Background: an optimization exercise with open tools, aiming at small area. Do not read the settings as production practice.
RTL that was checked went through simulation tests only; none was proved equivalent to the original.
For runs 1 and 2, only the layout was checked, not whether the RTL still works.
No activity file was given, so power comes from the tool's default toggle rates.

`flow/config.mk`:
```
export PLATFORM = sky130hd
export DESIGN_NAME = adc_capture_top
export DESIGN_NICKNAME = adc_capture_top
export VERILOG_FILES = /design/flow/design.v
export SDC_FILE = /design/flow/constraint.sdc
export NUM_CORES = 4
export LEC_CHECK = 0
export CAP_MARGIN = 20
export CORE_MARGIN = 2
export CORE_UTILIZATION = 50
export PLACE_DENSITY = 0.7
export SLEW_MARGIN = 20
```
`flow/constraint.sdc`:
```
create_clock -name core_clock -period 5.0 [get_ports {adc_clk}]
set_input_delay 1.0000 -clock core_clock [delete_from_list [all_inputs] [get_ports {adc_clk}]]
set_output_delay 1.0000 -clock core_clock [all_outputs]
set_load 0.01 [all_outputs]
```
`flow/design.v`:
```
`default_nettype none
package adc_cfg_pkg;
  localparam int SAMPLE_W          = 8;   
  localparam int NUM_CH            = 4;   
  localparam int SAMPLES_PER_FRAME = 4;   
  localparam int SLOT_W            = 2;   
  localparam int FIFO_DEPTH = 8;                     
  localparam int FIFO_AW    = $clog2(FIFO_DEPTH);    
  localparam int FIFO_CNT_W = FIFO_AW + 1;           
  localparam bit EXTRA_REG = 1'b1;
endpackage
`default_nettype wire
`default_nettype none
package adc_frame_pkg;
  localparam int FRM_SAMPLE_W = 8;
  localparam int FRM_SAMPLES  = 4;
  typedef logic [FRM_SAMPLE_W-1:0] sample_t;
  typedef struct packed {
    sample_t di_d;
    sample_t di;
    sample_t dq_d;
    sample_t dq;
  } lane_word_t;
  typedef logic [FRM_SAMPLES-1:0][FRM_SAMPLE_W-1:0] channel_frame_t;
  typedef struct packed {
    channel_frame_t di_d;
    channel_frame_t di;
    channel_frame_t dq_d;
    channel_frame_t dq;
  } sample_frame_t;
  typedef struct packed {
    logic [FRM_SAMPLES-1:0] sync;         
    logic [1:0]                   outofrange;   
  } frame_status_t;
  typedef struct packed {
    frame_status_t status;
    sample_frame_t samples;
  } adc_frame_t;
endpackage
`default_nettype wire
`timescale 1ns/1ps
`default_nettype none
module adc_capture_top (
  input  logic         adc_clk,
  input  logic         dcm_reset,
  input  logic [31:0]  lane,
  input  logic         sync,
  input  logic         overrange,
  input  logic         out_ready,
  output logic [133:0] out_frame,
  output logic         out_valid,
  output logic         overflow
);
  logic [33:0] d1, d2, d3, d4;
  always_ff @(posedge adc_clk) begin
    d1 <= {sync, overrange, lane};
    d2 <= d1;
    d3 <= d2;
    d4 <= d3;
  end
  logic [133:0] wdata;
  assign wdata = {d1[33], d2[33], d3[33], d4[33],
                  d1[32] | d2[32], d3[32] | d4[32],
                  d1[31:24], d2[31:24], d3[31:24], d4[31:24],
                  d1[23:16], d2[23:16], d3[23:16], d4[23:16],
                  d1[15:8],  d2[15:8],  d3[15:8],  d4[15:8],
                  d1[7:0],   d2[7:0],   d3[7:0],   d4[7:0]};
  logic [1:0] slot;
  logic       frame_done;   
  logic       wr_valid;     
  always_ff @(posedge adc_clk) begin
    if (dcm_reset) begin
      slot       <= '0;
      frame_done <= 1'b0;
      wr_valid   <= 1'b0;
    end else begin
      slot       <= slot + 1'b1;
      frame_done <= (slot == 2'd3);
      wr_valid   <= frame_done;
    end
  end
  logic [133:0] mem [0:5];
  logic [133:0] next_q;     
  logic         next_v;
  logic [2:0]   wr_ptr;     
  logic [2:0]   rd_ptr;     
  logic [3:0]   count;      
  logic         full;
  logic         pop;
  logic         we;         
  logic         store;      
  logic         load;       
  logic         mem_has;    
  logic         fetch;      
  logic [133:0] rd_data;
  assign full    = count[3];
  assign pop     = out_valid & out_ready;
  assign we      = frame_done & ~(full & ~pop);
  assign store   = wr_valid & ~full;
  assign load    = (count > {3'b000, out_valid}) & (~out_valid | pop);
  assign mem_has = (count + {3'b000, store}) > ({3'b000, out_valid} + {3'b000, next_v});
  assign fetch   = mem_has & (~next_v | load);
  always_comb begin
    rd_data = '0;
    for (int i = 0; i < 6; i++) begin
      rd_data = rd_data | ({134{rd_ptr == 3'(i)}} & mem[i]);
    end
  end
  always_ff @(posedge adc_clk) begin
    for (int i = 0; i < 6; i++) begin
      if (we && wr_ptr == 3'(i)) begin
        mem[i] <= wdata;
      end
    end
    if (fetch) begin
      next_q <= rd_data;
    end
    if (load) begin
      out_frame <= next_q;
    end
  end
  always_ff @(posedge adc_clk) begin
    if (dcm_reset) begin
      wr_ptr    <= '0;
      rd_ptr    <= '0;
      next_v    <= 1'b0;
      count     <= '0;
      out_valid <= 1'b0;
      overflow  <= 1'b0;
    end else begin
      if (we) begin
        wr_ptr <= (wr_ptr == 3'd5) ? 3'd0 : wr_ptr + 1'b1;
      end
      if (fetch) begin
        rd_ptr <= (rd_ptr == 3'd5) ? 3'd0 : rd_ptr + 1'b1;
      end
      next_v <= fetch | (next_v & ~load);
      count  <= count + {3'b000, store} - {3'b000, pop};
      if (load) begin
        out_valid <= 1'b1;
      end else if (pop) begin
        out_valid <= 1'b0;
      end
      if (wr_valid & full) begin
        overflow <= 1'b1;
      end
    end
  end
endmodule
`default_nettype wire
```
`flow/flow/run.sh`:
```
#!/bin/bash
# The standard synthesis unchanged, then the standard ORFS layout with smaller port
# buffers, a clock tree of clkbuf_8 over larger sink clusters without dummy loads, and
# no large signal buffers for the resizer.
set -euo pipefail
cd "$(dirname "$0")/.."
bash standard.sh synth > flow_synth.log 2>&1
bash standard.sh \
  "DONT_USE_CELLS=sky130_fd_sc_hd__probe_p_8 sky130_fd_sc_hd__probec_p_8 sky130_fd_sc_hd__lpflow_bleeder_1 sky130_fd_sc_hd__lpflow_clkbufkapwr_1 sky130_fd_sc_hd__lpflow_clkbufkapwr_16 sky130_fd_sc_hd__lpflow_clkbufkapwr_2 sky130_fd_sc_hd__lpflow_clkbufkapwr_4 sky130_fd_sc_hd__lpflow_clkbufkapwr_8 sky130_fd_sc_hd__lpflow_clkinvkapwr_1 sky130_fd_sc_hd__lpflow_clkinvkapwr_16 sky130_fd_sc_hd__lpflow_clkinvkapwr_2 sky130_fd_sc_hd__lpflow_clkinvkapwr_4 sky130_fd_sc_hd__lpflow_clkinvkapwr_8 sky130_fd_sc_hd__lpflow_decapkapwr_12 sky130_fd_sc_hd__lpflow_decapkapwr_3 sky130_fd_sc_hd__lpflow_decapkapwr_4 sky130_fd_sc_hd__lpflow_decapkapwr_6 sky130_fd_sc_hd__lpflow_decapkapwr_8 sky130_fd_sc_hd__lpflow_inputiso0n_1 sky130_fd_sc_hd__lpflow_inputiso0p_1 sky130_fd_sc_hd__lpflow_inputiso1n_1 sky130_fd_sc_hd__lpflow_inputiso1p_1 sky130_fd_sc_hd__lpflow_inputisolatch_1 sky130_fd_sc_hd__lpflow_isobufsrc_1 sky130_fd_sc_hd__lpflow_isobufsrc_16 sky130_fd_sc_hd__lpflow_isobufsrc_2 sky130_fd_sc_hd__lpflow_isobufsrc_4 sky130_fd_sc_hd__lpflow_isobufsrc_8 sky130_fd_sc_hd__lpflow_isobufsrckapwr_16 sky130_fd_sc_hd__lpflow_lsbuf_lh_hl_isowell_tap_1 sky130_fd_sc_hd__lpflow_lsbuf_lh_hl_isowell_tap_2 sky130_fd_sc_hd__lpflow_lsbuf_lh_hl_isowell_tap_4 sky130_fd_sc_hd__lpflow_lsbuf_lh_isowell_4 sky130_fd_sc_hd__lpflow_lsbuf_lh_isowell_tap_1 sky130_fd_sc_hd__lpflow_lsbuf_lh_isowell_tap_2 sky130_fd_sc_hd__lpflow_lsbuf_lh_isowell_tap_4  sky130_fd_sc_hd__buf_8 sky130_fd_sc_hd__buf_12 sky130_fd_sc_hd__buf_16" \
  "BUFFER_PORTS_ARGS=-buffer_cell sky130_fd_sc_hd__buf_1" \
  "CTS_ARGS=-sink_clustering_enable -repair_clock_nets -sink_clustering_size 16 -sink_clustering_max_diameter 60 -dont_use_dummy_load -buf_list sky130_fd_sc_hd__clkbuf_8" \
  finish > flow_layout.log 2>&1
```
`flow/standard.sh`:
```
#!/bin/bash
# synth_recipe.tcl (not shown) runs the flow's synth.tcl, then flattens the netlist and writes it again
# the make line also repeats each setting of config.mk as NAME=value (left out here)
make -C /OpenROAD-flow-scripts/flow DESIGN_CONFIG=/design/flow/config.mk WORK_HOME=/design/flow/orfs CLKGATE_MAP_FILE= SYNTH_SCRIPT=/design/flow/synth_recipe.tcl "${@:-finish}"
```
==> flow_summary.yaml, run 1 <==
critical_path:
  required_ns: 5.32
  start_kind: "flop"
  worstRegToRegCells: 6
  crit_slowest_cell: "dfxtp_1"
  r2r_start: "out_valid$_SDFFE_PP0P_"
  r2r_end: "next_q[107]$_DFFE_PP_"
  critPathKind: "reg2reg"
  crit_start: "out_valid$_SDFFE_PP0P_"
  endpoint: "next_q[107]$_DFFE_PP_"
  slowest_delay_ns: 0.52
  crit_chain: "ha_1, ha_1, or3_1, a31oi_4, buf_2, buf_2"
  reg2reg_slack_ns: 1.72
  arrival_ns: 3.59
  end_kind: "flop"
  crit_fanout: 15
layout:
  drive_above_1_share_pct: 9.79
  most-common-layout-cells: "edfxtp_1 (1072), a22oi_1 (402), buf_1 (172)"
  final_cells: 3270
  finish.utilization_pct: 54.9
  nFillCells: 6010
  seqCellArea_um2: 35300
  multi_input_area_um2: 4420
  fin_nets: 2266
  fin_area_um2: 43500
  area_growth_pct: 8.69
  final_common_cell: "edfxtp_1"
sta:
  finalHoldViolations: 0
  setup_viol_count_final: 0
  min_period_over_period_pct: 65.6
  slew-limit-headroom_pct: 25.4
  finalClockSkew_ns: 0.102
  fmax_ghz: 0.305
  drv_slew: 0
  whs_ns: 0.342
  period_minus_slack_ns: 3.28
  tightest_slew_ns: 1.12
  rsz0062_at_grt: "no"
yosys:
  avgSynthCellArea_um2: 20.6
  synth_area_leaders: "edfxtp_1 (81%), dfxtp_1 (7.7%), a22oi_1 (7.5%), nand3_1 (1.7%), clkbuf_1 (0.53%)"
  synth_top_cell_area_share_pct: 80.5
  synth_seq_area_share_pct: 88.2
  synthFlopType: "edfxtp_1"
  syn_area_um2: 40000
  syn-num-nets: 1989
  yosysTopAreaCell: "edfxtp_1"
  synth_cells: 1941
  synth.distinct_cells: 41
  synth_edf_count: 1072
  ys_ff_latch: 1225
  async_flop_share_pct: 0
  yosysWarnings: 2
power:
  power.density_nw_per_um2: 522
  power_leakage_nw: 13.8
  peakVddDrop_v: 0.000326
route:
  avgViaCountPerCell: 5.78
  vias: 18908
  ant_nets: 0
  routed_wl_um: 78700
  drcViolationCount: 0
  drt-pass1-iter-count: 5
  avgRoutedWirePerCell_um: 24.1
  drtIter0Drc: 2059
status:
  status: "no timing/DRC/antenna violations"
floorplanning:
  initial_core_util_pct: 50.5
  io_pins: 173
  chipWidth_um: 287
  coreArea_um2: 79100
  dieArea_um2: 82200
  rows: 103
  die_h_um: 287
clock_tree:
  cts_resized: 0
  cts_tree: "done"
  cts_setup_buffers: 0
  cts-hold-fix-buffers: 0
  numCtsBuffers: 92
  clk_latency_ns: 0.75
  cts-root-buf: "clkbuf_8"
  h-tree-depth: 3
  cts_max_path_buffers: 3
  clkTransAtPathRegs_ns: 0.09
  clock-sinks: 1225
placement:
  place.port_buffers: 172
  gp_congestion: 0.795
  detailed_place.area_um2: 42200
  hpwlAfterDp_um: 47100
  dp.cells: 3174
global_routing:
  grt_pass1_wl_um: 119000
  overflow: 0
  grt_pass1_vias: 19214
  grt_usage_pct: 19.1
  grt_max_degree: 63
  antenna_found_initial: 0
flow_run:
  cap_violations: 0
min_path:
  hold_path.class: "in2reg"
-- how the worst min path moves through the flow --
stage	startpoint	end	slack (ns)	cells after the start
floorplan	d1[32]$_DFF_P_	d2[32]$_DFF_P_	0.32	0
global placement	d2[32]$_DFF_P_	d3[32]$_DFF_P_	0.33	0
detailed placement	d2[32]$_DFF_P_	d3[32]$_DFF_P_	0.33	0
CTS	lane[27]	d1[27]$_DFF_P_	0.28	1
global route	lane[27]	d1[27]$_DFF_P_	0.31	1
finish	lane[27]	d1[27]$_DFF_P_	0.34	1
-- critical path, delay by kind of cell, from the launching register on --
kind	cells	cell delay, ns
compound gates	1	0.51
fa+ha+maj	2	0.64
buf+inv	2	0.78
flops	1	0.52
simple gates	1	0.46
-- registers in the layout (all words and copies together), names as in the netlist, 2 cells and up --
register / count
mem: 804
slot: 2
count: 4
out_frame: 134
d1: 34
wr_ptr: 3
rd_ptr: 3
d4: 34
next_q: 134
d2: 34
d3: 34
-- cell usage after synthesis (3+ instances only) --
cell type and count:
and2_1 3, dfxtp_1 153, a22oi_1 402, nor2_1 14, buf_1 4, buf_4 6, xor2_1 4, nor2b_1 4
inv_1 7, nand3_1 137, ha_1 11, nor3_1 4, a21oi_1 4, clkbuf_1 56, edfxtp_1 1072, buf_2 24
-- where the power goes --
part	leakage (nW)	internal (mW)	switching [mW]
logic	2.05	1.09	3.12
registers	11.1	13.4	0.644
clock network	0.661	1.64	2.80
-- final cells by class --
cell class	instances	share of cell area (%)
Clock buffer	92	2.91
Tap cell	1050	3.02
Sequential cell	1225	81.1
Timing Repair Buffer	273	2.65
Antenna cell	4	0.0230
Multi-Input combinational cell	617	10.2
Inverter	9	0.0777
-- cells by family (layout without fill, tap and decap cells) --
family	Yosys count	after routing	share of synthesized area (%)
adders and majority gates	11	11	0.344
xor gates and xnor gates	6	6	0.131
DFF	1225	1225	88.2
other	0	4	0
buffers and inverters	99	374	1.06
and+or+nand+nor	182	182	2.40
AOI/OAI and AO/OA	415	415	7.80
muxes	3	3	0.0814
-- routing by layer --
metal / wire length (um) / GRT usage, % / up-vias
met5: 0 / 0 / -
met4: 1360 / 4.31 / 0
met3: 5640 / 3.64 / 90
met2: 38900 / 31.4 / 746
met1: 32800 / 26.8 / 9681
li1: - / - / 8391
-- stage by stage --
stage | setup slack, ns | power [mW] | TNS (ns)
after detailed placement | 1.21 | 18.5 | 0
after CTS | 1.65 | 22.9 | 0
final | 1.72 | 22.7 | 0
after global routing | 1.52 | 23.7 | 0
after floorplan | -1.00 | 16.5 | -229.32
after global placement | 1.30 | 18.4 | 0
==> inputs of run 2 (changes only) <==
--- a/flow/design.v
+++ b/flow/design.v
@@ -84,4 +84,16 @@
   logic         next_v;
-  logic [2:0]   wr_ptr;     
-  logic [2:0]   rd_ptr;     
+  logic [2:0]   wr_j;       
+  logic [2:0]   rd_j;       
+  logic [5:0]   wr_sel;     
+  logic [5:0]   rd_sel;
+  function automatic logic [5:0] johnson_dec(input logic [2:0] j);
+    johnson_dec[0] = ~j[2] & ~j[0];   
+    johnson_dec[1] = ~j[1] &  j[0];   
+    johnson_dec[2] = ~j[2] &  j[1];   
+    johnson_dec[3] =  j[2] &  j[0];   
+    johnson_dec[4] =  j[1] & ~j[0];   
+    johnson_dec[5] =  j[2] & ~j[1];   
+  endfunction
+  assign wr_sel = johnson_dec(wr_j);
+  assign rd_sel = johnson_dec(rd_j);
   logic [3:0]   count;      
@@ -105,3 +117,3 @@
     for (int i = 0; i < 6; i++) begin
-      rd_data = rd_data | ({134{rd_ptr == 3'(i)}} & mem[i]);
+      rd_data = rd_data | ({134{rd_sel[i]}} & mem[i]);
     end
@@ -110,3 +122,3 @@
     for (int i = 0; i < 6; i++) begin
-      if (we && wr_ptr == 3'(i)) begin
+      if (we && wr_sel[i]) begin
         mem[i] <= wdata;
@@ -123,4 +135,4 @@
     if (dcm_reset) begin
-      wr_ptr    <= '0;
-      rd_ptr    <= '0;
+      wr_j      <= '0;
+      rd_j      <= '0;
       next_v    <= 1'b0;
@@ -131,6 +143,6 @@
       if (we) begin
-        wr_ptr <= (wr_ptr == 3'd5) ? 3'd0 : wr_ptr + 1'b1;
+        wr_j <= {wr_j[1:0], ~wr_j[2]};
       end
       if (fetch) begin
-        rd_ptr <= (rd_ptr == 3'd5) ? 3'd0 : rd_ptr + 1'b1;
+        rd_j <= {rd_j[1:0], ~rd_j[2]};
       end
==> flow/flow/run.sh (replaced) <==
#!/bin/bash
# Synthesis: the standard flow's synthesis script, except that ABC maps the logic with the area
# script flow/area.abc (registers, their names and cell types are as in the standard
# synthesis). Layout: the standard ORFS flow with buf_1 port buffers, no large signal
# buffers for the resizer, and a clock tree of clkbuf_8 over 16-sink clusters without
# dummy loads.
set -euo pipefail
cd "$(dirname "$0")/.."
W=$PWD
{
  head -n 1 synth_recipe.tcl
  cat <<'TCL'
proc abc {args} {
  set i [lsearch -exact $args -script]
  if {$i >= 0} { set args [lreplace $args [expr {$i + 1}] [expr {$i + 1}] $::env(MY_ABC_SCRIPT)] }
  yosys abc {*}$args
}
TCL
  tail -n +2 synth_recipe.tcl
} > my_synth.tcl
MY_ABC_SCRIPT=$W/flow/area.abc bash standard.sh "SYNTH_SCRIPT=$W/my_synth.tcl" synth > flow_synth.log 2>&1
MY_ABC_SCRIPT=$W/flow/area.abc bash standard.sh "SYNTH_SCRIPT=$W/my_synth.tcl" \
  "DONT_USE_CELLS=sky130_fd_sc_hd__probe_p_8 sky130_fd_sc_hd__probec_p_8 sky130_fd_sc_hd__lpflow_bleeder_1 sky130_fd_sc_hd__lpflow_clkbufkapwr_1 sky130_fd_sc_hd__lpflow_clkbufkapwr_16 sky130_fd_sc_hd__lpflow_clkbufkapwr_2 sky130_fd_sc_hd__lpflow_clkbufkapwr_4 sky130_fd_sc_hd__lpflow_clkbufkapwr_8 sky130_fd_sc_hd__lpflow_clkinvkapwr_1 sky130_fd_sc_hd__lpflow_clkinvkapwr_16 sky130_fd_sc_hd__lpflow_clkinvkapwr_2 sky130_fd_sc_hd__lpflow_clkinvkapwr_4 sky130_fd_sc_hd__lpflow_clkinvkapwr_8 sky130_fd_sc_hd__lpflow_decapkapwr_12 sky130_fd_sc_hd__lpflow_decapkapwr_3 sky130_fd_sc_hd__lpflow_decapkapwr_4 sky130_fd_sc_hd__lpflow_decapkapwr_6 sky130_fd_sc_hd__lpflow_decapkapwr_8 sky130_fd_sc_hd__lpflow_inputiso0n_1 sky130_fd_sc_hd__lpflow_inputiso0p_1 sky130_fd_sc_hd__lpflow_inputiso1n_1 sky130_fd_sc_hd__lpflow_inputiso1p_1 sky130_fd_sc_hd__lpflow_inputisolatch_1 sky130_fd_sc_hd__lpflow_isobufsrc_1 sky130_fd_sc_hd__lpflow_isobufsrc_16 sky130_fd_sc_hd__lpflow_isobufsrc_2 sky130_fd_sc_hd__lpflow_isobufsrc_4 sky130_fd_sc_hd__lpflow_isobufsrc_8 sky130_fd_sc_hd__lpflow_isobufsrckapwr_16 sky130_fd_sc_hd__lpflow_lsbuf_lh_hl_isowell_tap_1 sky130_fd_sc_hd__lpflow_lsbuf_lh_hl_isowell_tap_2 sky130_fd_sc_hd__lpflow_lsbuf_lh_hl_isowell_tap_4 sky130_fd_sc_hd__lpflow_lsbuf_lh_isowell_4 sky130_fd_sc_hd__lpflow_lsbuf_lh_isowell_tap_1 sky130_fd_sc_hd__lpflow_lsbuf_lh_isowell_tap_2 sky130_fd_sc_hd__lpflow_lsbuf_lh_isowell_tap_4  sky130_fd_sc_hd__buf_8 sky130_fd_sc_hd__buf_12 sky130_fd_sc_hd__buf_16" \
  "BUFFER_PORTS_ARGS=-buffer_cell sky130_fd_sc_hd__buf_1" \
  "CTS_ARGS=-sink_clustering_enable -repair_clock_nets -sink_clustering_size 16 -sink_clustering_max_diameter 60 -dont_use_dummy_load -buf_list sky130_fd_sc_hd__clkbuf_8" \
  finish > flow_layout.log 2>&1
==> flow/flow/area.abc (new file) <==
strash
dch
amap
topo
==> flow_summary.yaml, run 2 <==
status:
  status: "no timing/DRC/antenna violations"
layout:
  reg_top3: "mem: 804 flops, next_q: 134 flops, out_frame: 134 flops"
  final_common_cell: "edfxtp_1"
  regMostFlops: "mem"
  area_growth_pct: 9.69
  finish.utilization_pct: 55.2
  fin_nets: 2123
  most-common-layout-cells: "edfxtp_1 (1072), a222oi_1 (258), buf_1 (172)"
  nFillCells: 5747
  largest_reg_flops: 804
  drive_above_1_share_pct: 9.54
  final_cells: 3117
route:
  drt-pass1-iter-count: 9
  vias: 18492
  avgViaCountPerCell: 5.93
  ant_nets: 0
  routed_wl_um: 77100
  drtIter0Drc: 2765
  avgRoutedWirePerCell_um: 24.7
  drcViolationCount: 0
critical_path:
  path_common_cell: "ha_1"
  end_kind: "flop"
  required_ns: 5.34
  slowest_delay_ns: 0.58
  critPathKind: "reg2reg"
  reg2reg_slack_ns: 1.45
  crit_chain: "nor2b_1, ha_1, ha_1, ha_1, clkinv_1, nor2_1, nor2_1, o211ai_1, nor2b_4, buf_2, buf_2"
  start_kind: "flop"
  crit_fanout: 18
  crit_slowest_cell: "nor2b_4"
  arrival_ns: 3.89
min_path:
  hold_path.class: "reg2reg"
yosys:
  synth_edf_count: 1072
  synth_cells: 1721
  avgSynthCellArea_um2: 22.6
  yosysTopAreaCell: "edfxtp_1"
  ys_ff_latch: 1225
  synth_top_cell_area_share_pct: 82.7
  syn_area_um2: 38900
  synthFlopType: "edfxtp_1"
  syn-num-nets: 1767
  async_flop_share_pct: 0
  synth_seq_area_share_pct: 90.5
  synth.distinct_cells: 21
  yosysMostFrequentCell: "edfxtp_1"
  synth_area_leaders: "edfxtp_1 (83%), dfxtp_1 (7.9%), a222oi_1 (6.6%), nand2_1 (1.4%), ha_1 (0.29%)"
  yosysWarnings: 2
  synth.top_cells.by_count: "edfxtp_1 (1072), a222oi_1 (258), dfxtp_1 (153)"
placement:
  dpl_worst_slack_ns: 1.27
  place.port_buffers: 172
  gp_congestion: 0.789
  dp.cells: 3024
  hpwlAfterDp_um: 46300
sta:
  min_period_over_period_pct: 71.1
  rsz0062_at_grt: "no"
  drv_slew: 0
  fin_tns_setup_ns: 0
  fmax_ghz: 0.281
  period_minus_slack_ns: 3.55
  finalClockSkew_ns: 0.0888
  setup_slack_ns: 1.45
  slew-limit-headroom_pct: 33.6
  setup_viol_count_final: 0
  tightest_slew_ns: 0.996
  finalHoldViolations: 0
  whs_ns: 0.348
floorplanning:
  dieArea_um2: 80100
  chipWidth_um: 283
  io_pins: 173
  initial_core_util_pct: 50.3
  rows: 102
  coreArea_um2: 77300
  die_h_um: 283
global_routing:
  grt_pass1_vias: 18564
  overflow: 0
  grt_usage_pct: 18.8
  grt_max_degree: 47
  grt_pass1_wl_um: 115000
  antenna_found_initial: 4
clock_tree:
  clk_latency_ns: 0.74
  cts_resized: 0
  cts_tree: "done"
  numCtsBuffers: 91
  h-tree-depth: 3
  clock-sinks: 1225
  cts_max_path_buffers: 3
  clkTransAtPathRegs_ns: 0.09
  cts-root-buf: "clkbuf_8"
  cts-hold-fix-buffers: 0
  cts_setup_buffers: 0
power:
  peakVddDrop_v: 0.000255
  power_leakage_nw: 13.8
  power.density_nw_per_um2: 531
flow_run:
  cap_violations: 0
run 2: cell count changes after synthesis, moves of 5 or more:
cell	change
nor2_1	+11
o21ai_0	+5
a22oi_1	-395
a222oi_1	+258
buf_2	-24
clkbuf_1	-56
a221o_1	+6
inv_1	-7
clkinv_1	+16
buf_4	-6
nand2_1	+143
nand3_1	-135
run 2: report_power, final:
group	switching, mW	total [mW]	internal, mW
registers	0.519	13.9	13.4
logic	3.29	4.38	1.09
clock network	2.80	4.43	1.63
total	6.60	22.7	16.1
run 2: final timing paths:
path                        from                    to  depth (start not counted)
max          count[3]$_SDFF_PP0_  next_q[29]$_DFFE_PP_                         11
min               d1[32]$_DFF_P_        d2[32]$_DFF_P_                          0
max reg2reg  count[3]$_SDFF_PP0_  next_q[29]$_DFFE_PP_                         11
min reg2reg       d1[32]$_DFF_P_        d2[32]$_DFF_P_                          0
run 2: kinds of logic (layout without fill, tap and decap cells):
logic type               count (synthesis)  count (layout)  share of synthesized area [%]
AO/OA/AOI/OAI                          286             286                           7.15
AND/OR/NAND/NOR                        185             185                           1.87
other                                    0               2                              0
adder cells (fa/ha/maj)                  9               9                          0.289
flip-flops                            1225            1225                           90.5
buffers and inverters                   16             370                          0.154
run 2: area by class of cell:
type,instances,area [um2],share of cell area [%]
tap,1040,1300,3.05
sequential,1225,35300,82.5
inverter,16,65.1,0.152
clock buffer,91,1250,2.93
timing repair buffer,263,1100,2.58
multi-input combinational,480,3730,8.74
antenna,2,5.00,0.0117
run 2: metrics by stage:
| step | power (mW) | cell area, um2 |
|---|---|---|
| after floorplan | 16.5 | 39000 |
| after global placement | 18.4 | 41500 |
| after detailed placement | 18.6 | 41500 |
| after CTS | 22.9 | 42700 |
| after global routing | 23.7 | 42700 |
| final | 22.7 | 42700 |
run 2: routing by layer:
| metal | GRT usage [%] | part of all wire, % | wire, um |
|---|---|---|---|
| met1 | 26.4 | 40 | 31000 |
| met2 | 30.3 | 49 | 37400 |
| met4 | 6.35 | 2.6 | 2000 |
| met3 | 3.34 | 8.6 | 6630 |
| met5 | 0 | 0.026 | 20 |
run 2: critical path: cells and delay by family (launching register included):
family,cells,cell delay [ns]
fa+ha+maj,3,0.80
flops,1,0.38
simple gates,4,0.82
buf+inv,3,1.01
compound gates,1,0.21
==> inputs of run 3 (changes only) <==
--- a/flow/design.v
+++ b/flow/design.v
@@ -81,19 +81,7 @@
   end
-  logic [133:0] mem [0:5];
+  logic [5:0][133:0] mem;
   logic [133:0] next_q;     
   logic         next_v;
-  logic [2:0]   wr_j;       
-  logic [2:0]   rd_j;       
   logic [5:0]   wr_sel;     
-  logic [5:0]   rd_sel;
-  function automatic logic [5:0] johnson_dec(input logic [2:0] j);
-    johnson_dec[0] = ~j[2] & ~j[0];   
-    johnson_dec[1] = ~j[1] &  j[0];   
-    johnson_dec[2] = ~j[2] &  j[1];   
-    johnson_dec[3] =  j[2] &  j[0];   
-    johnson_dec[4] =  j[1] & ~j[0];   
-    johnson_dec[5] =  j[2] & ~j[1];   
-  endfunction
-  assign wr_sel = johnson_dec(wr_j);
-  assign rd_sel = johnson_dec(rd_j);
+  logic [5:0]   rd_sel;     
   logic [3:0]   count;      
@@ -114,6 +102,14 @@
   assign fetch   = mem_has & (~next_v | load);
+  logic [5:0] wr_en;      
+  logic [5:0] wr_hold;
+  assign wr_en   = {6{we}} & wr_sel;
   always_comb begin
-    rd_data = '0;
     for (int i = 0; i < 6; i++) begin
-      rd_data = rd_data | ({134{rd_sel[i]}} & mem[i]);
+      wr_hold[i] = ~we | |(wr_sel & ~(6'd1 << i));
+    end
+  end
+  always_comb begin
+    rd_data = {134{~fetch}} & next_q;           
+    for (int i = 0; i < 6; i++) begin
+      rd_data = rd_data | ({134{fetch & rd_sel[i]}} & mem[i]);
     end
@@ -122,12 +118,6 @@
     for (int i = 0; i < 6; i++) begin
-      if (we && wr_sel[i]) begin
-        mem[i] <= wdata;
-      end
+      mem[i] <= ({134{wr_en[i]}} & wdata) | ({134{wr_hold[i]}} & mem[i]);
     end
-    if (fetch) begin
-      next_q <= rd_data;
-    end
-    if (load) begin
-      out_frame <= next_q;
-    end
+    next_q    <= rd_data;
+    out_frame <= ({134{load}} & next_q) | ({134{out_valid & ~pop}} & out_frame);
   end
@@ -135,4 +125,4 @@
     if (dcm_reset) begin
-      wr_j      <= '0;
-      rd_j      <= '0;
+      wr_sel    <= 6'd1;
+      rd_sel    <= 6'd1;
       next_v    <= 1'b0;
@@ -143,6 +133,6 @@
       if (we) begin
-        wr_j <= {wr_j[1:0], ~wr_j[2]};
+        wr_sel <= {wr_sel[4:0], wr_sel[5]};
       end
       if (fetch) begin
-        rd_j <= {rd_j[1:0], ~rd_j[2]};
+        rd_sel <= {rd_sel[4:0], rd_sel[5]};
       end
==> flow/flow/area.abc (replaced) <==
strash
dch
&get -n
&nf -R 1000
&put
topo
==> flow_summary.yaml, run 3 <==
status:
  status: "no timing/DRC/antenna violations"
clock_tree:
  clock-sinks: 1231
  cts_setup_buffers: 0
  cts_tree: "done"
  cts-hold-fix-buffers: 0
  numCtsBuffers: 90
  clk_latency_ns: 0.75
  cts_max_path_buffers: 3
  h-tree-depth: 3
  cts_resized: 0
  clkTransAtPathRegs_ns: 0.10
  cts-root-buf: "clkbuf_8"
yosys:
  synth_edf_count: 0
  syn_area_um2: 37500
  synth_top_cell_area_share_pct: 65.7
  synth.distinct_cells: 26
  async_flop_share_pct: 0
  yosysWarnings: 1
  ys_ff_latch: 1231
  synth.top_cells.by_count: "dfxtp_1 (1231), a22o_1 (926), a22oi_1 (268)"
  yosysTopAreaCell: "dfxtp_1"
  synth_area_leaders: "dfxtp_1 (66%), a22o_1 (22%), a22oi_1 (5.4%), a222oi_1 (3.6%), nand3_1 (1.8%)"
  synth_seq_area_share_pct: 65.7
  synthFlopType: "dfxtp_1"
  syn-num-nets: 2872
  avgSynthCellArea_um2: 13.3
  yosysMostFrequentCell: "dfxtp_1"
  synth_cells: 2827
layout:
  fin_area_um2: 41400
  drive_above_1_share_pct: 7.43
  nFillCells: 6225
  regMostFlops: "mem"
  area_growth_pct: 10.4
  largest_reg_flops: 804
  multi_input_area_um2: 12900
  most-common-layout-cells: "dfxtp_1 (1231), a22o_1 (926), a22oi_1 (268)"
  seqCellArea_um2: 24600
  fin_nets: 3265
  final_common_cell: "dfxtp_1"
  reg_top3: "mem: 804 flops, next_q: 134 flops, out_frame: 134 flops"
flow_run:
  cap_violations: 0
floorplanning:
  io_pins: 173
  rows: 100
  coreArea_um2: 74300
  die_h_um: 278
  initial_core_util_pct: 50.4
  chipWidth_um: 278
  dieArea_um2: 77200
min_path:
  hold_depth: 1
  holdPathEnd: "d1[16]$_DFF_P_"
  hp-start: "lane[16]"
  hold_path.class: "in2reg"
power:
  netSwitchingPower_mw: 7.28
  power_leakage_nw: 15.9
  power.density_nw_per_um2: 533
  peakVddDrop_v: 0.000347
  power.share.clock_pct: 20.8
  pwr-share-comb_pct: 23.1
  switching_share_pct: 33.1
  intPower_mw: 14.8
  pwr-share-seq_pct: 56.1
  total_power_mw: 22.0
sta:
  fmax_ghz: 0.244
  setup_viol_count_final: 0
  drv_slew: 0
  slew-limit-headroom_pct: 30.6
  min_period_over_period_pct: 82.1
  finalClockSkew_ns: 0.0582
  rsz0062_at_grt: "no"
  finalHoldViolations: 0
  tightest_slew_ns: 1.04
  period_minus_slack_ns: 4.10
  setup_slack_ns: 0.897
critical_path:
  r2r_start: "count[3]$_SDFF_PP0_"
  r2r_end: "next_q[52]$_DFF_P_"
  end_kind: "flop"
  start_kind: "flop"
  crit_slowest_cell: "a2111oi_0"
  slowest_delay_ns: 0.70
  arrival_ns: 4.75
  crit_fanout: 23
  reg2reg_slack_ns: 0.90
  required_ns: 5.65
  worstRegToRegCells: 11
  crit_chain: "nor2b_1, ha_1, clkinv_1, ha_1, o21ai_0, a2111oi_0, a21o_4, buf_2, buf_2, a22oi_1, nand3_1"
  critPathKind: "reg2reg"
route:
  drcViolationCount: 0
  ant_nets: 0
  avgViaCountPerCell: 6.84
  routed_wl_um: 110000
  drt-pass1-iter-count: 9
  vias: 28639
  avgRoutedWirePerCell_um: 26.3
  drtIter0Drc: 3510
placement:
  hpwlAfterDp_um: 64000
  place.port_buffers: 172
  detailed_place.area_um2: 40100
  gp_congestion: 0.814
  dpl_worst_slack_ns: 1.04
global_routing:
  overflow: 0
  antenna_found_initial: 1
  grt_pass1_vias: 28885
  grt_max_degree: 45
  grt_pass1_wl_um: 171000
  grt_usage_pct: 27.7
==> run 3: cell count changes after synthesis, sizes merged, moves of 7 or more <==
cell | before | now
edfxtp | 1072 | 0
dfxtp | 153 | 1231
o21ai | 5 | 13
a22oi | 7 | 268
a21oi | 5 | 12
nand3 | 2 | 137
a222oi | 258 | 134
a22o | 1 | 926
nand2 | 145 | 30
==> run 3: logic make-up (layout without fill, tap and decap cells) <==
family | after synthesis | after routing | synth area share [%]
compound gates | 1359 | 1359 | 31.0
xor+xnor | 4 | 4 | 0.0935
fa+ha+maj | 8 | 8 | 0.267
buf+inv | 10 | 401 | 0.100
flops | 1231 | 1231 | 65.7
other cells | 0 | 1 | 0
simple gates | 215 | 215 | 2.76
==> run 3: power groups by stage <==
stage | combinational, mW | sequential (mW) | clock, mW
after CTS | 5.03 | 12.4 | 4.65
after global placement | 4.86 | 12.5 | 0
after floorplan | 2.90 | 12.3 | 0
final | 5.08 | 12.4 | 4.59
after detailed placement | 5.01 | 12.6 | 0
after global routing | 5.43 | 12.5 | 5.03
==> run 3: worst max-delay path by stage <==
stage,end,cells after the start,start,slack [ns]
floorplan,out_frame[0]$_DFF_P_,3,out_ready,-1.04
global placement,next_q[86]$_DFF_P_,11,count[3]$_SDFF_PP0_,1.12
detailed placement,next_q[92]$_DFF_P_,11,count[3]$_SDFF_PP0_,1.04
CTS,next_q[86]$_DFF_P_,11,count[3]$_SDFF_PP0_,1.01
global route,next_q[86]$_DFF_P_,11,count[3]$_SDFF_PP0_,0.76
finish,next_q[52]$_DFF_P_,11,count[3]$_SDFF_PP0_,0.90
==> run 3: routing by layer <==
layer | vias up | GRT usage [%] | wire [um]
met1 | 14471 | 36.4 | 45700
met3 | 263 | 3.71 | 8570
li1 | 12495 | - | -
met5 | - | 0 | 0
met2 | 1410 | 46.3 | 52500
met4 | 0 | 10.9 | 3660
==> run 3: worst max-delay path, delay by kind of cell (launching register included) <==
family / cells / cell delay (ns)
buffers and inverters: 3 / 1.36
AO/OA/AOI/OAI: 4 / 1.34
AND/OR/NAND/NOR: 2 / 0.23
adder cells (fa/ha/maj): 2 / 0.61
flip-flops: 1 / 0.44
==> run 3: area by class of cell <==
type                       instances  share of cell area (%)
antenna                            1                 0.00605
clock buffer                      90                    2.99
inverter                          10                  0.0907
multi-input combinational       1586                    31.3
sequential                      1231                    59.6
tap                              969                    2.93
timing repair buffer             301                    3.14
==> run 3: stage by stage <==
step / hold WS [ns] / TNS, ns / util, % / std cells
after detailed placement: 0.336 / 0 / 54.0 / 4096
after floorplan: 0.331 / -139.58 / - / 2827
after global placement: 0.336 / 0 / 54.0 / 4096
after CTS: 0.304 / 0 / 55.7 / 4186
final: 0.343 / 0 / 55.7 / 4188
after global routing: 0.329 / 0 / 55.7 / 4188
==> inputs of run 4 (changes only) <==
--- a/flow/flow/run.sh
+++ b/flow/flow/run.sh
@@ -4,3 +4,3 @@
 # synthesis). Layout: the standard ORFS flow with buf_1 port buffers, no large signal
-# buffers for the resizer, and a clock tree of clkbuf_8 over 16-sink clusters without
+# buffers for the resizer, and a clock tree of clkbuf_8 over 20-sink clusters without
 # dummy loads.
@@ -24,3 +24,3 @@
   "BUFFER_PORTS_ARGS=-buffer_cell sky130_fd_sc_hd__buf_1" \
-  "CTS_ARGS=-sink_clustering_enable -repair_clock_nets -sink_clustering_size 16 -sink_clustering_max_diameter 60 -dont_use_dummy_load -buf_list sky130_fd_sc_hd__clkbuf_8" \
+  "CTS_ARGS=-sink_clustering_enable -repair_clock_nets -sink_clustering_size 20 -sink_clustering_max_diameter 60 -dont_use_dummy_load -buf_list sky130_fd_sc_hd__clkbuf_8" \
   finish > flow_layout.log 2>&1
--- a/flow/config.mk
+++ b/flow/config.mk
@@ -7,3 +7,3 @@
 export LEC_CHECK = 0
-export CAP_MARGIN = 20
+export CAP_MARGIN = 0
 export CORE_MARGIN = 2
@@ -11,2 +11,2 @@
 export PLACE_DENSITY = 0.7
-export SLEW_MARGIN = 20
+export SLEW_MARGIN = 0
==> flow_summary.yaml, run 4 <==
floorplanning:
  initial_core_util_pct: 50.4
  die_h_um: 278
  dieArea_um2: 77200
  rows: 100
  io_pins: 173
  chipWidth_um: 278
  coreArea_um2: 74300
sta:
  tightest_slew_ns: 1.20
  period_minus_slack_ns: 4.05
  fin_tns_setup_ns: 0
  fmax_ghz: 0.247
  finalHoldViolations: 0
  finalClockSkew_ns: 0.0792
  rsz0062_at_grt: "no"
  min_period_over_period_pct: 81.0
  slew-limit-headroom_pct: 19.9
  setup_viol_count_final: 0
  drv_slew: 0
  whs_ns: 0.359
critical_path:
  slowest_delay_ns: 0.67
  path_delay_family: "buffers and inverters"
  crit_buf_inv: 3
  required_ns: 5.65
  start_kind: "flop"
  crit_slowest_cell: "a2111oi_0"
  crit_fanout: 23
  reg2reg_slack_ns: 0.95
  critPathKind: "reg2reg"
  crit_chain: "nor2b_1, ha_1, clkinv_1, ha_1, o21ai_0, a2111oi_0, a21o_4, buf_2, buf_2, a22oi_1, nand3_1"
  end_kind: "flop"
  arrival_ns: 4.70
yosys:
  synth_seq_area_share_pct: 65.7
  synth_top_cell_area_share_pct: 65.7
  async_flop_share_pct: 0
  synth_edf_count: 0
  synth.distinct_cells: 26
  syn_area_um2: 37500
  synth_cells: 2827
  yosysWarnings: 1
  syn-num-nets: 2872
  synth_area_leaders: "dfxtp_1 (66%), a22o_1 (22%), a22oi_1 (5.4%), a222oi_1 (3.6%), nand3_1 (1.8%)"
  synth.top_cells.by_count: "dfxtp_1 (1231), a22o_1 (926), a22oi_1 (268)"
  avgSynthCellArea_um2: 13.3
  yosysTopAreaCell: "dfxtp_1"
  synthFlopType: "dfxtp_1"
  ys_ff_latch: 1231
  yosysMostFrequentCell: "dfxtp_1"
layout:
  fin_area_um2: 41200
  most-common-layout-cells: "dfxtp_1 (1231), a22o_1 (926), a22oi_1 (268)"
  final_cells: 4175
  nFillCells: 6236
  drive_above_1_share_pct: 7.05
  final_common_cell: "dfxtp_1"
  multi_input_area_um2: 12900
  fin_nets: 3252
  largest_reg_flops: 804
  finish.utilization_pct: 55.4
  reg_top3: "mem: 804 flops, next_q: 134 flops, out_frame: 134 flops"
  regMostFlops: "mem"
  seqCellArea_um2: 24600
  area_growth_pct: 9.92
clock_tree:
  h-tree-depth: 3
  cts_tree: "done"
  cts_max_path_buffers: 3
  cts-hold-fix-buffers: 0
  clock-sinks: 1231
  cts_setup_buffers: 0
  cts-root-buf: "clkbuf_8"
  numCtsBuffers: 78
  cts_resized: 0
  clkTransAtPathRegs_ns: 0.12
  clk_latency_ns: 0.71
route:
  ant_nets: 0
  drtIter0Drc: 3641
  avgViaCountPerCell: 6.81
  maxUsedRoutingLayer: "met4"
  avgRoutedWirePerCell_um: 26.3
  drt-pass1-iter-count: 9
  met1_length_um: 46200
  route.met2.wl_um: 52100
  dr_wl_met3_um: 8070
  vias: 28426
  routed_wl_um: 110000
  drcViolationCount: 0
global_routing:
  overflow: 0
  grt_max_degree: 45
  grt_pass1_wl_um: 170000
  antenna_found_initial: 1
  grt_usage_pct: 27.5
  grt_pass1_vias: 28792
placement:
  hpwlAfterDp_um: 64000
  gp_congestion: 0.814
  dp.cells: 4096
  detailed_place.area_um2: 40100
  place.port_buffers: 172
status:
  status: "no timing/DRC/antenna violations"
min_path:
  hold_path.class: "reg2reg"
power:
  power.density_nw_per_um2: 528
  peakVddDrop_v: 0.000351
  power_leakage_nw: 15.8
flow_run:
  cap_violations: 0
-- run 4: cell families after synthesis --
logic type	after synthesis	share of synthesized area (%)
AOI/OAI and AO/OA	1359	31.0
xor gates and xnor gates	4	0.0935
adders and majority gates	8	0.267
buffers and inverters	10	0.100
DFF	1231	65.7
and+or+nand+nor	215	2.76
-- run 4: routing by layer --
metal  track usage [%]  up-vias
li1                  -    12457
met1              36.3    14384
met2              46.0     1348
met3              3.50      237
met4              10.5        0
met5                 0        -
-- run 4: final cells by class --
type | count | share of cell area [%]
antenna | 1 | 0.00607
clock buffer | 78 | 2.61
inverter | 10 | 0.0911
multi-input combinational | 1586 | 31.4
sequential | 1231 | 59.8
tap | 969 | 2.94
timing repair buffer | 300 | 3.12
-- run 4: path summary, 6_finish.rpt --
kind / cells past startpoint / to / start
setup reg to reg: 11 / next_q[92]$_DFF_P_ / count[3]$_SDFF_PP0_
hold / removal: 0 / d4[32]$_DFF_P_ / d3[32]$_DFF_P_
setup / recovery: 11 / next_q[92]$_DFF_P_ / count[3]$_SDFF_PP0_
hold reg to reg: 0 / d4[32]$_DFF_P_ / d3[32]$_DFF_P_
-- run 4: power by group --
group          switching (mW)  total [mW]  internal [mW]
Clock                    2.91        4.32           1.41
Combinational            3.24        5.07           1.82
Sequential               1.04        12.4           11.3
Total                    7.20        21.8           14.6
-- run 4: metrics by stage --
stage / setup slack [ns] / total power [mW]
2_1_floorplan: -1.04 / 15.1
3_3_place_gp: 1.12 / 17.4
5_1_grt: 0.753 / 22.7
4_1_cts: 1.02 / 21.8
3_5_place_dp: 1.04 / 17.6
6_report: 0.950 / 21.8
==> inputs of run 5 (changes only) <==
==> flow/design.v (replaced) <==
`default_nettype none
package adc_cfg_pkg;
  localparam int SAMPLE_W          = 8;   
  localparam int NUM_CH            = 4;   
  localparam int SAMPLES_PER_FRAME = 4;   
  localparam int SLOT_W            = 2;   
  localparam int FIFO_DEPTH = 8;                     
  localparam int FIFO_AW    = $clog2(FIFO_DEPTH);    
  localparam int FIFO_CNT_W = FIFO_AW + 1;           
  localparam bit EXTRA_REG = 1'b1;
endpackage
`default_nettype wire
`default_nettype none
package adc_frame_pkg;
  localparam int FRM_SAMPLE_W = 8;
  localparam int FRM_SAMPLES  = 4;
  typedef logic [FRM_SAMPLE_W-1:0] sample_t;
  typedef struct packed {
    sample_t di_d;
    sample_t di;
    sample_t dq_d;
    sample_t dq;
  } lane_word_t;
  typedef logic [FRM_SAMPLES-1:0][FRM_SAMPLE_W-1:0] channel_frame_t;
  typedef struct packed {
    channel_frame_t di_d;
    channel_frame_t di;
    channel_frame_t dq_d;
    channel_frame_t dq;
  } sample_frame_t;
  typedef struct packed {
    logic [FRM_SAMPLES-1:0] sync;         
    logic [1:0]                   outofrange;   
  } frame_status_t;
  typedef struct packed {
    frame_status_t status;
    sample_frame_t samples;
  } adc_frame_t;
endpackage
`default_nettype wire
`timescale 1ns/1ps
`default_nettype none
module adc_capture_top (
  input  logic         adc_clk,
  input  logic         dcm_reset,
  input  logic [31:0]  lane,
  input  logic         sync,
  input  logic         overrange,
  input  logic         out_ready,
  output logic [133:0] out_frame,
  output logic         out_valid,
  output logic         overflow
);
  localparam int NR = 7;   
  logic [1:0] slot;         
  logic       frame_done;   
  logic       wr_valid;     
  always_ff @(posedge adc_clk) begin
    if (dcm_reset) begin
      slot       <= '0;
      frame_done <= 1'b0;
      wr_valid   <= 1'b0;
    end else begin
      slot       <= slot + 1'b1;
      frame_done <= (slot == 2'd3);
      wr_valid   <= frame_done;
    end
  end
  logic [3:0] count;       
  logic       full;
  logic       pop;
  logic       commit;      
  logic       store;       
  logic       load;        
  assign full   = count[3];
  assign pop    = out_valid & out_ready;
  assign commit = frame_done & ~(full & ~pop);
  assign store  = wr_valid & ~full;
  assign load   = (count > {3'b000, out_valid}) & (~out_valid | pop);
  always_ff @(posedge adc_clk) begin
    if (dcm_reset) begin
      count     <= '0;
      out_valid <= 1'b0;
      overflow  <= 1'b0;
    end else begin
      count <= count + {3'b000, store} - {3'b000, pop};
      if (load) begin
        out_valid <= 1'b1;
      end else if (pop) begin
        out_valid <= 1'b0;
      end
      if (wr_valid & full) begin
        overflow <= 1'b1;
      end
    end
  end
  logic [33:0]               lw;        
  logic [NR-1:0][3:0][33:0]  ring;
  logic [NR-1:0]             g;         
  logic [NR-1:0]             rd;        
  logic [NR-1:0]             g_ins;     
  logic [NR-1:0]             g_keep;    
  logic                      ring_has;  
  logic                      fetch;     
  logic [3:0][33:0]          next_q;    
  logic                      next_v;
  assign lw = {sync, overrange, lane};
  assign g_ins    = commit ? {g[NR-2:0], g[NR-1]} : g;
  always_comb begin
    for (int r = 0; r < NR; r++) begin
      g_keep[r] = |(g_ins & ~(NR'(1) << r));
    end
  end
  assign ring_has = (rd != g);
  assign fetch    = ring_has & (~next_v | load);
  always_ff @(posedge adc_clk) begin
    for (int r = 0; r < NR; r++) begin
      ring[r][0] <= ({34{g_ins[r]}} & lw) | ({34{g_keep[r]}} & ring[r][3]);
      ring[r][1] <= ring[r][0];
      ring[r][2] <= ring[r][1];
      ring[r][3] <= ring[r][2];
    end
  end
  logic [3:0][33:0] next_d;
  always_comb begin
    for (int j = 0; j < 4; j++) begin
      next_d[j] = {34{~fetch}} & next_q[(j + 3) % 4];
      for (int r = 0; r < NR; r++) begin
        next_d[j] = next_d[j] | ({34{fetch & rd[r]}} & ring[r][(j + 3) % 4]);
      end
    end
  end
  always_ff @(posedge adc_clk) begin
    next_q <= next_d;
  end
  always_ff @(posedge adc_clk) begin
    if (dcm_reset) begin
      g      <= {{(NR-1){1'b0}}, 1'b1};
      rd     <= {{(NR-1){1'b0}}, 1'b1};
      next_v <= 1'b0;
    end else begin
      if (commit) begin
        g <= {g[NR-2:0], g[NR-1]};
      end
      if (fetch) begin
        rd <= {rd[NR-2:0], rd[NR-1]};
      end
      next_v <= fetch | (next_v & ~load);
    end
  end
  logic [3:0]       ph;         
  logic [3:0][33:0] w;          
  logic [133:0]     frame_d;
  always_comb begin
    for (int c = 0; c < 4; c++) begin
      ph[c] = (slot == 2'(c));
    end
    for (int k = 0; k < 4; k++) begin
      w[k] = '0;
      for (int c = 0; c < 4; c++) begin
        w[k] = w[k] | ({34{ph[c]}} & next_q[(c + 7 - k) % 4]);
      end
    end
  end
  assign frame_d = {w[3][33], w[2][33], w[1][33], w[0][33],
                    w[3][32] | w[2][32], w[1][32] | w[0][32],
                    w[3][31:24], w[2][31:24], w[1][31:24], w[0][31:24],
                    w[3][23:16], w[2][23:16], w[1][23:16], w[0][23:16],
                    w[3][15:8],  w[2][15:8],  w[1][15:8],  w[0][15:8],
                    w[3][7:0],   w[2][7:0],   w[1][7:0],   w[0][7:0]};
  always_ff @(posedge adc_clk) begin
    out_frame <= ({134{load}} & frame_d) | ({134{out_valid & ~pop}} & out_frame);
  end
endmodule
`default_nettype wire
--- a/flow/flow/run.sh
+++ b/flow/flow/run.sh
@@ -4,3 +4,3 @@
 # synthesis). Layout: the standard ORFS flow with buf_1 port buffers, no large signal
-# buffers for the resizer, and a clock tree of clkbuf_8 over 20-sink clusters without
+# buffers for the resizer, and a clock tree of clkbuf_8 over 16-sink clusters without
 # dummy loads.
@@ -24,3 +24,3 @@
   "BUFFER_PORTS_ARGS=-buffer_cell sky130_fd_sc_hd__buf_1" \
-  "CTS_ARGS=-sink_clustering_enable -repair_clock_nets -sink_clustering_size 20 -sink_clustering_max_diameter 60 -dont_use_dummy_load -buf_list sky130_fd_sc_hd__clkbuf_8" \
+  "CTS_ARGS=-sink_clustering_enable -repair_clock_nets -sink_clustering_size 16 -sink_clustering_max_diameter 60 -dont_use_dummy_load -buf_list sky130_fd_sc_hd__clkbuf_8" \
   finish > flow_layout.log 2>&1
==> flow/flow/area.abc (replaced) <==
strash
&get -n
&dch
&nf -R 1000
&put
strash
&get -n
&dch
&nf -R 1000
&put
topo
--- a/flow/config.mk
+++ b/flow/config.mk
@@ -7,6 +7,6 @@
 export LEC_CHECK = 0
-export CAP_MARGIN = 0
+export CAP_MARGIN = 20
 export CORE_MARGIN = 2
-export CORE_UTILIZATION = 50
-export PLACE_DENSITY = 0.7
-export SLEW_MARGIN = 0
+export CORE_UTILIZATION = 40
+export PLACE_DENSITY = 0.6
+export SLEW_MARGIN = 20
==> flow_summary.yaml, run 5 <==
clock_tree:
  h-tree-depth: 3
  numCtsBuffers: 94
  clk_latency_ns: 0.75
  cts-root-buf: "clkbuf_8"
  cts_tree: "done"
  clkTransAtPathRegs_ns: 0.09
  clock-sinks: 1247
  cts-hold-fix-buffers: 0
  cts_max_path_buffers: 3
  cts_resized: 0
  cts_setup_buffers: 0
global_routing:
  grt_pass1_wl_um: 152000
  grt.met3_usage_pct: 3.98
  antenna_found_initial: 7
  grt_pass1_vias: 25453
  met2_usage_pct: 34.2
  gr-usage-met1_pct: 28.6
  grt_usage_pct: 21.3
  busiest_layer: "met2"
  grt_max_degree: 50
  overflow: 0
placement:
  dp.cells: 4132
  hpwlAfterDp_um: 68100
  place.port_buffers: 172
  gp_congestion: 0.832
route:
  avgRoutedWirePerCell_um: 23.9
  drtIter0Drc: 4188
  drt-pass1-iter-count: 26
  drcViolationCount: 0
  avgViaCountPerCell: 6.15
  ant_nets: 0
  vias: 26021
  routed_wl_um: 101000
yosys:
  synth_top_cell_area_share_pct: 69.9
  yosysTopAreaCell: "dfxtp_1"
  synth_area_leaders: "dfxtp_1 (70%), a222oi_1 (11%), a22o_1 (5.9%), a22oi_1 (2.9%), a21boi_0 (2.8%)"
  synth_edf_count: 0
  async_flop_share_pct: 0
  yosysMostFrequentCell: "dfxtp_1"
  syn_area_um2: 35700
  synth.top_cells.by_count: "dfxtp_1 (1247), a222oi_1 (404), a22o_1 (240)"
  synth.distinct_cells: 25
  ys_ff_latch: 1247
  synth_seq_area_share_pct: 69.9
  yosysWarnings: 1
  avgSynthCellArea_um2: 13.3
  synth_cells: 2684
  syn-num-nets: 2733
  synthFlopType: "dfxtp_1"
layout:
  most-common-layout-cells: "dfxtp_1 (1247), a222oi_1 (404), a22o_1 (240)"
  largest_reg_flops: 952
  drive_above_1_share_pct: 7.55
  final_cells: 4230
  nFillCells: 7988
  regMostFlops: "ring"
  area_growth_pct: 11.5
  fin_nets: 3112
  reg_top3: "ring: 952 flops, next_q: 136 flops, out_frame: 134 flops"
  final_common_cell: "dfxtp_1"
power:
  power.density_nw_per_um2: 562
  switching_share_pct: 32.7
  power.share.clock_pct: 20.8
  total_power_mw: 22.4
  peakVddDrop_v: 0.000246
  power_leakage_nw: 14.6
  pwr-share-seq_pct: 57.2
  intPower_mw: 15.1
  netSwitchingPower_mw: 7.32
  pwr-share-comb_pct: 22.1
critical_path:
  crit_chain: "clkinv_1, ha_1, a21oi_1, a21oi_1, nand2b_4, nand2_1, nand2b_4, nor2_4, buf_2, buf_2, a222oi_1, nand3_1"
  end_kind: "flop"
  worstRegToRegCells: 12
  start_kind: "flop"
  path_delay_family: "simple AND/OR/NAND/NOR gates"
  reg2reg_slack_ns: 1.36
  critPathKind: "reg2reg"
  crit_fanout: 39
  r2r_end: "next_q[47]$_DFF_P_"
  r2r_start: "count[3]$_SDFF_PP0_"
  crit_slowest_cell: "nor2_4"
  crit_buf_inv: 3
  slowest_delay_ns: 0.83
  required_ns: 5.63
  arrival_ns: 4.27
floorplanning:
  chipWidth_um: 303
  rows: 109
  dieArea_um2: 91700
  die_h_um: 303
  io_pins: 173
  initial_core_util_pct: 40.4
  coreArea_um2: 88500
sta:
  tightest_slew_ns: 1.20
  finalClockSkew_ns: 0.110
  slew-limit-headroom_pct: 20.2
  rsz0062_at_grt: "no"
  fin_tns_setup_ns: 0
  drv_slew: 0
  min_period_over_period_pct: 72.8
  fmax_ghz: 0.275
  whs_ns: 0.287
  finalHoldViolations: 0
  period_minus_slack_ns: 3.64
  setup_viol_count_final: 0
min_path:
  hp-start: "ring[230]$_DFF_P_"
  hold_path.class: "reg2reg"
  hold_depth: 0
  holdPathEnd: "ring[264]$_DFF_P_"
status:
  status: "no timing/DRC/antenna violations"
flow_run:
  cap_violations: 0
run 5: changes by cell type in the layout (fill, tap and decap cells not counted), moves of 109 or more:
cell | before | now
a21boi_0 | 0 | 132
a222oi_1 | 134 | 404
a22o_1 | 926 | 240
a22oi_1 | 268 | 136
nand2_1 | 27 | 136
o21ai_0 | 13 | 142
run 5: logic make-up (layout without fill, tap and decap cells):
| kind of cell | Yosys count | after routing | share of synthesized area (%) |
|---|---|---|---|
| DFF | 1247 | 1247 | 69.9 |
| xor gates and xnor gates | 9 | 9 | 0.221 |
| muxes | 7 | 7 | 0.221 |
| and+or+nand+nor | 324 | 324 | 4.04 |
| other | 0 | 4 | 0 |
| buffers and inverters | 17 | 394 | 0.179 |
| adders and majority gates | 12 | 12 | 0.441 |
| AOI/OAI and AO/OA | 1068 | 1068 | 25.0 |
run 5: final cells by class:
| cell class | instances | area (um2) | share of cell area (%) |
|---|---|---|---|
| sequential | 1247 | 25000 | 62.7 |
| multi-input combinational | 1420 | 10800 | 27.2 |
| tap | 1165 | 1460 | 3.66 |
| clock buffer | 94 | 1290 | 3.25 |
| timing repair buffer | 283 | 1200 | 3.02 |
| inverter | 17 | 63.8 | 0.160 |
| antenna | 4 | 10.0 | 0.0251 |
run 5: how the worst max path moves through the flow:
stage,from,end,depth (start not counted)
3_3_place_gp,out_ready,ring[847]$_DFF_P_,11
4_1_cts,count[3]$_SDFF_PP0_,next_q[20]$_DFF_P_,12
5_1_grt,count[3]$_SDFF_PP0_,next_q[122]$_DFF_P_,12
3_5_place_dp,out_ready,ring[836]$_DFF_P_,11
6_report,count[3]$_SDFF_PP0_,next_q[47]$_DFF_P_,12
2_1_floorplan,out_ready,next_q[0]$_DFF_P_,8
run 5: power groups by stage:
stage	Combinational, mW	Clock (mW)	Sequential [mW]
final	4.94	4.65	12.8
after global routing	5.46	5.14	13.0
after CTS	4.96	4.76	12.8
after detailed placement	4.95	0	13.0
after global placement	4.84	0	12.9
after floorplan	3.01	0	12.7
run 5: stage by stage:
step	util, %	cell area [um2]	setup slack, ns
after floorplan	-	35800	0.265
after global placement	43.5	38500	0.898
after detailed placement	43.5	38500	0.898
after CTS	45.0	39800	1.40
after global routing	45.0	39800	1.03
final	45.0	39800	1.36
run 5: worst register-to-register path, stage by stage (launching register included):
cell and delay [ns]:
dfxtp_1 0.33, clkinv_1 0.13, ha_1 0.22, a21oi_1 0.14, a21oi_1 0.10, nand2b_4 0.26, nand2_1 0.18, nand2b_4 0.26
nor2_4 0.85, buf_2 0.49, buf_2 0.34, a222oi_1 0.14, nand3_1 0.11
run 5: routing by layer:
layer | part of all wire [%] | wire [um] | up-vias
li1 | - | - | 11716
met1 | 43 | 43300 | 12936
met2 | 46 | 46400 | 1189
met3 | 8.0 | 8030 | 174
met4 | 3.2 | 3230 | 6
met5 | 0.032 | 32 | -
==> inputs of run 6 (changes only) <==
--- a/flow/config.mk
+++ b/flow/config.mk
@@ -9,4 +9,4 @@
 export CORE_MARGIN = 2
-export CORE_UTILIZATION = 40
-export PLACE_DENSITY = 0.6
+export CORE_UTILIZATION = 50
+export PLACE_DENSITY = 0.7
 export SLEW_MARGIN = 20
==> flow_summary.yaml, run 6 <==
power:
  switching_share_pct: 32.6
  pwr-share-comb_pct: 22.1
  intPower_mw: 15.0
  power_leakage_nw: 14.5
  peakVddDrop_v: 0.000280
  netSwitchingPower_mw: 7.26
  pwr-share-seq_pct: 57.4
  power.density_nw_per_um2: 564
  power.share.clock_pct: 20.5
layout:
  largest_reg_flops: 952
  fin_nets: 3093
  final_common_cell: "dfxtp_1"
  most-common-layout-cells: "dfxtp_1 (1247), a222oi_1 (404), a22o_1 (240)"
  regMostFlops: "ring"
  reg_top3: "ring: 952 flops, next_q: 136 flops, out_frame: 134 flops"
  drive_above_1_share_pct: 6.97
  area_growth_pct: 10.4
sta:
  slew-limit-headroom_pct: 30.5
  period_minus_slack_ns: 3.85
  finalHoldViolations: 0
  fmax_ghz: 0.260
  drv_slew: 0
  finalClockSkew_ns: 0.0846
  min_period_over_period_pct: 77.0
  setup_viol_count_final: 0
  rsz0062_at_grt: "no"
  tightest_slew_ns: 1.04
  fin_tns_setup_ns: 0
  whs_ns: 0.286
yosys:
  synth_cells: 2684
  avgSynthCellArea_um2: 13.3
  synth_area_leaders: "dfxtp_1 (70%), a222oi_1 (11%), a22o_1 (5.9%), a22oi_1 (2.9%), a21boi_0 (2.8%)"
  synth_edf_count: 0
  yosysWarnings: 1
  ys_ff_latch: 1247
  syn_area_um2: 35700
  synth_top_cell_area_share_pct: 69.9
  synth.distinct_cells: 25
  synthFlopType: "dfxtp_1"
  yosysMostFrequentCell: "dfxtp_1"
  yosysTopAreaCell: "dfxtp_1"
  syn-num-nets: 2733
  async_flop_share_pct: 0
  synth.top_cells.by_count: "dfxtp_1 (1247), a222oi_1 (404), a22o_1 (240)"
  synth_seq_area_share_pct: 69.9
floorplanning:
  initial_core_util_pct: 50.2
  rows: 98
  io_pins: 173
  dieArea_um2: 73600
  coreArea_um2: 71100
  die_h_um: 271
  chipWidth_um: 271
clock_tree:
  numCtsBuffers: 91
  clock-sinks: 1247
  clkTransAtPathRegs_ns: 0.10
  cts-root-buf: "clkbuf_8"
  clk_latency_ns: 0.73
  cts_tree: "done"
  h-tree-depth: 3
  cts_resized: 0
  cts-hold-fix-buffers: 0
  cts_max_path_buffers: 3
  cts_setup_buffers: 0
route:
  routed_wl_um: 95400
  drtIter0Drc: 4011
  vias: 26102
  drt-pass1-iter-count: 15
  avgRoutedWirePerCell_um: 23.9
  avgViaCountPerCell: 6.53
  drcViolationCount: 0
  ant_nets: 0
global_routing:
  overflow: 0
  grt_max_degree: 66
  grt_usage_pct: 24.8
  grt_pass1_vias: 25517
  grt_pass1_wl_um: 146000
  antenna_found_initial: 7
status:
  status: "no timing/DRC/antenna violations"
critical_path:
  r2r_start: "count[3]$_SDFF_PP0_"
  start_kind: "flop"
  critPathKind: "reg2reg"
  reg2reg_slack_ns: 1.15
  arrival_ns: 4.48
  end_kind: "flop"
  crit_chain: "clkinv_1, ha_1, a21oi_1, a21oi_1, nand2b_4, nand2_1, nand2b_4, nor2_4, buf_2, a222oi_1, nand3_1"
  crit_fanout: 42
  required_ns: 5.63
  crit_slowest_cell: "nor2_4"
  r2r_end: "next_q[19]$_DFF_P_"
  slowest_delay_ns: 0.88
  worstRegToRegCells: 11
min_path:
  hold_depth: 0
  hold_path.class: "reg2reg"
  hp-start: "ring[94]$_DFF_P_"
  holdPathEnd: "ring[128]$_DFF_P_"
placement:
  hpwlAfterDp_um: 61600
  gp_congestion: 0.854
  place.port_buffers: 172
flow_run:
  cap_violations: 0
==> run 6: cell types whose count changed in the layout (fill, tap and decap cells not counted) <==
| cell | before | now |
|---|---|---|
| buf_4 | 0 | 2 |
| clkbuf_8 | 94 | 91 |
| buf_2 | 111 | 93 |
| diode_2 | 4 | 6 |
==> run 6: power groups by stage <==
stage / clock (mW) / combinational (mW) / sequential [mW]
after floorplan: 0 / 3.01 / 12.7
after global placement: 0 / 4.71 / 12.9
after detailed placement: 0 / 4.87 / 13.0
after CTS: 4.65 / 4.89 / 12.7
after global routing: 5.02 / 5.39 / 12.9
final: 4.57 / 4.91 / 12.8
==> run 6: routing by layer <==
layer / part of all wire (%) / vias up / wire, um / track usage, %
met5: 0.042 / - / 40 / 0
met4: 2.1 / 6 / 1970 / 7.10
met3: 8.9 / 147 / 8450 / 5.11
met2: 46 / 1281 / 44300 / 40.0
met1: 43 / 12988 / 40600 / 33.9
li1: - / 11680 / - / -
==> run 6: layout make-up <==
cell class	instances	area, um2
fillers	5937	31700
flip-flops and latches	1247	25000
multi-input cells	1420	10800
clock buffers	91	1250
well taps	950	1190
repair buffers	267	1130
inverters	17	63.8
diodes	6	15.0
==> run 6: how the worst max path moves through the flow <==
stage                     slack [ns]           startpoint            endpoint  depth (start not counted)
final                           1.15  count[3]$_SDFF_PP0_  next_q[19]$_DFF_P_                         11
after global routing            0.88  count[0]$_SDFF_PP0_  next_q[19]$_DFF_P_                         11
after CTS                       1.24  count[3]$_SDFF_PP0_  next_q[19]$_DFF_P_                         11
after detailed placement        0.91            out_ready  next_q[19]$_DFF_P_                         10
after global placement          1.06            out_ready  next_q[31]$_DFF_P_                         10
after floorplan                 0.26            out_ready   next_q[0]$_DFF_P_                          8
==> run 6: kinds of logic after synthesis <==
group           share of synthesized area (%)
compound gates                           25.0
xor+xnor                                0.221
fa+ha+maj                               0.441
buf+inv                                 0.179
flops                                    69.9
mux                                     0.221
simple gates                             4.04
==> run 6: critical path: cells and delay by family (launching register included) <==
| family | cells | cell delay, ns |
|---|---|---|
| and+or+nand+nor | 5 | 1.97 |
| adders and majority gates | 1 | 0.23 |
| AOI/OAI and AO/OA | 3 | 0.42 |
| DFF | 1 | 0.36 |
| buffers and inverters | 2 | 0.74 |
==> run 6: through the flow <==
stage          cell area, um2  power [mW]  instances  worst slack [ns]  util [%]
2_1_floorplan           35800        15.7       2684             0.265         -
3_3_place_gp            38200        17.6       3901              1.06      53.7
3_5_place_dp            38200        17.8       3901             0.913      53.7
4_1_cts                 39400        22.3       3992              1.24      55.5
5_1_grt                 39400        23.4       3994             0.880      55.5
6_report                39500        22.3       3998              1.15      55.5

==> port drivers added, routing unchanged <==
The flow's constraints put no driver on any port. The routed layouts listed below were extracted and timed again, unchanged, in two steps. Step 1 (the two cells are an assumption about what drives the block):
set clk [get_ports {adc_clk}]
set_driving_cell -lib_cell sky130_fd_sc_hd__clkbuf_16 $clk
set_driving_cell -lib_cell sky130_fd_sc_hd__buf_2 [delete_from_list [all_inputs] $clk]
Step 2 moves the port delays by t, midway between the first and last clock arrival at a register: inputs arrive t later, outputs are due t later. That takes back most of the time a late clock gives input paths. a / b / c = no drivers / after step 1 / after step 2; a / b = the first two.
run | t (ns) | slack for setup (ns) | hold slack, ns
run 1 | 0.746 | 1.720 / 1.720 / 1.183 | 0.342 / 0.313 / 0.351
run 2 | 0.754 | 1.447 / 1.447 / 1.237 | 0.348 / 0.319 / 0.348
run 3 | 0.770 | 0.897 / 0.897 / 0.897 | 0.343 / 0.307 / 0.356
run 4 | 0.748 | 0.950 / 0.950 / 0.950 | 0.359 / 0.328 / 0.359
run 5 | 0.754 | 1.362 / 1.362 / 0.837 | 0.287 / 0.287 / 0.287
run 6 | 0.754 | 1.149 / 1.149 / 0.814 | 0.286 / 0.286 / 0.286
After both steps setup and hold are still met in every run listed. For run 1, which loses most, drivers alone change the setup slack by 0.000 ns; drivers and shift together by -0.537 ns.
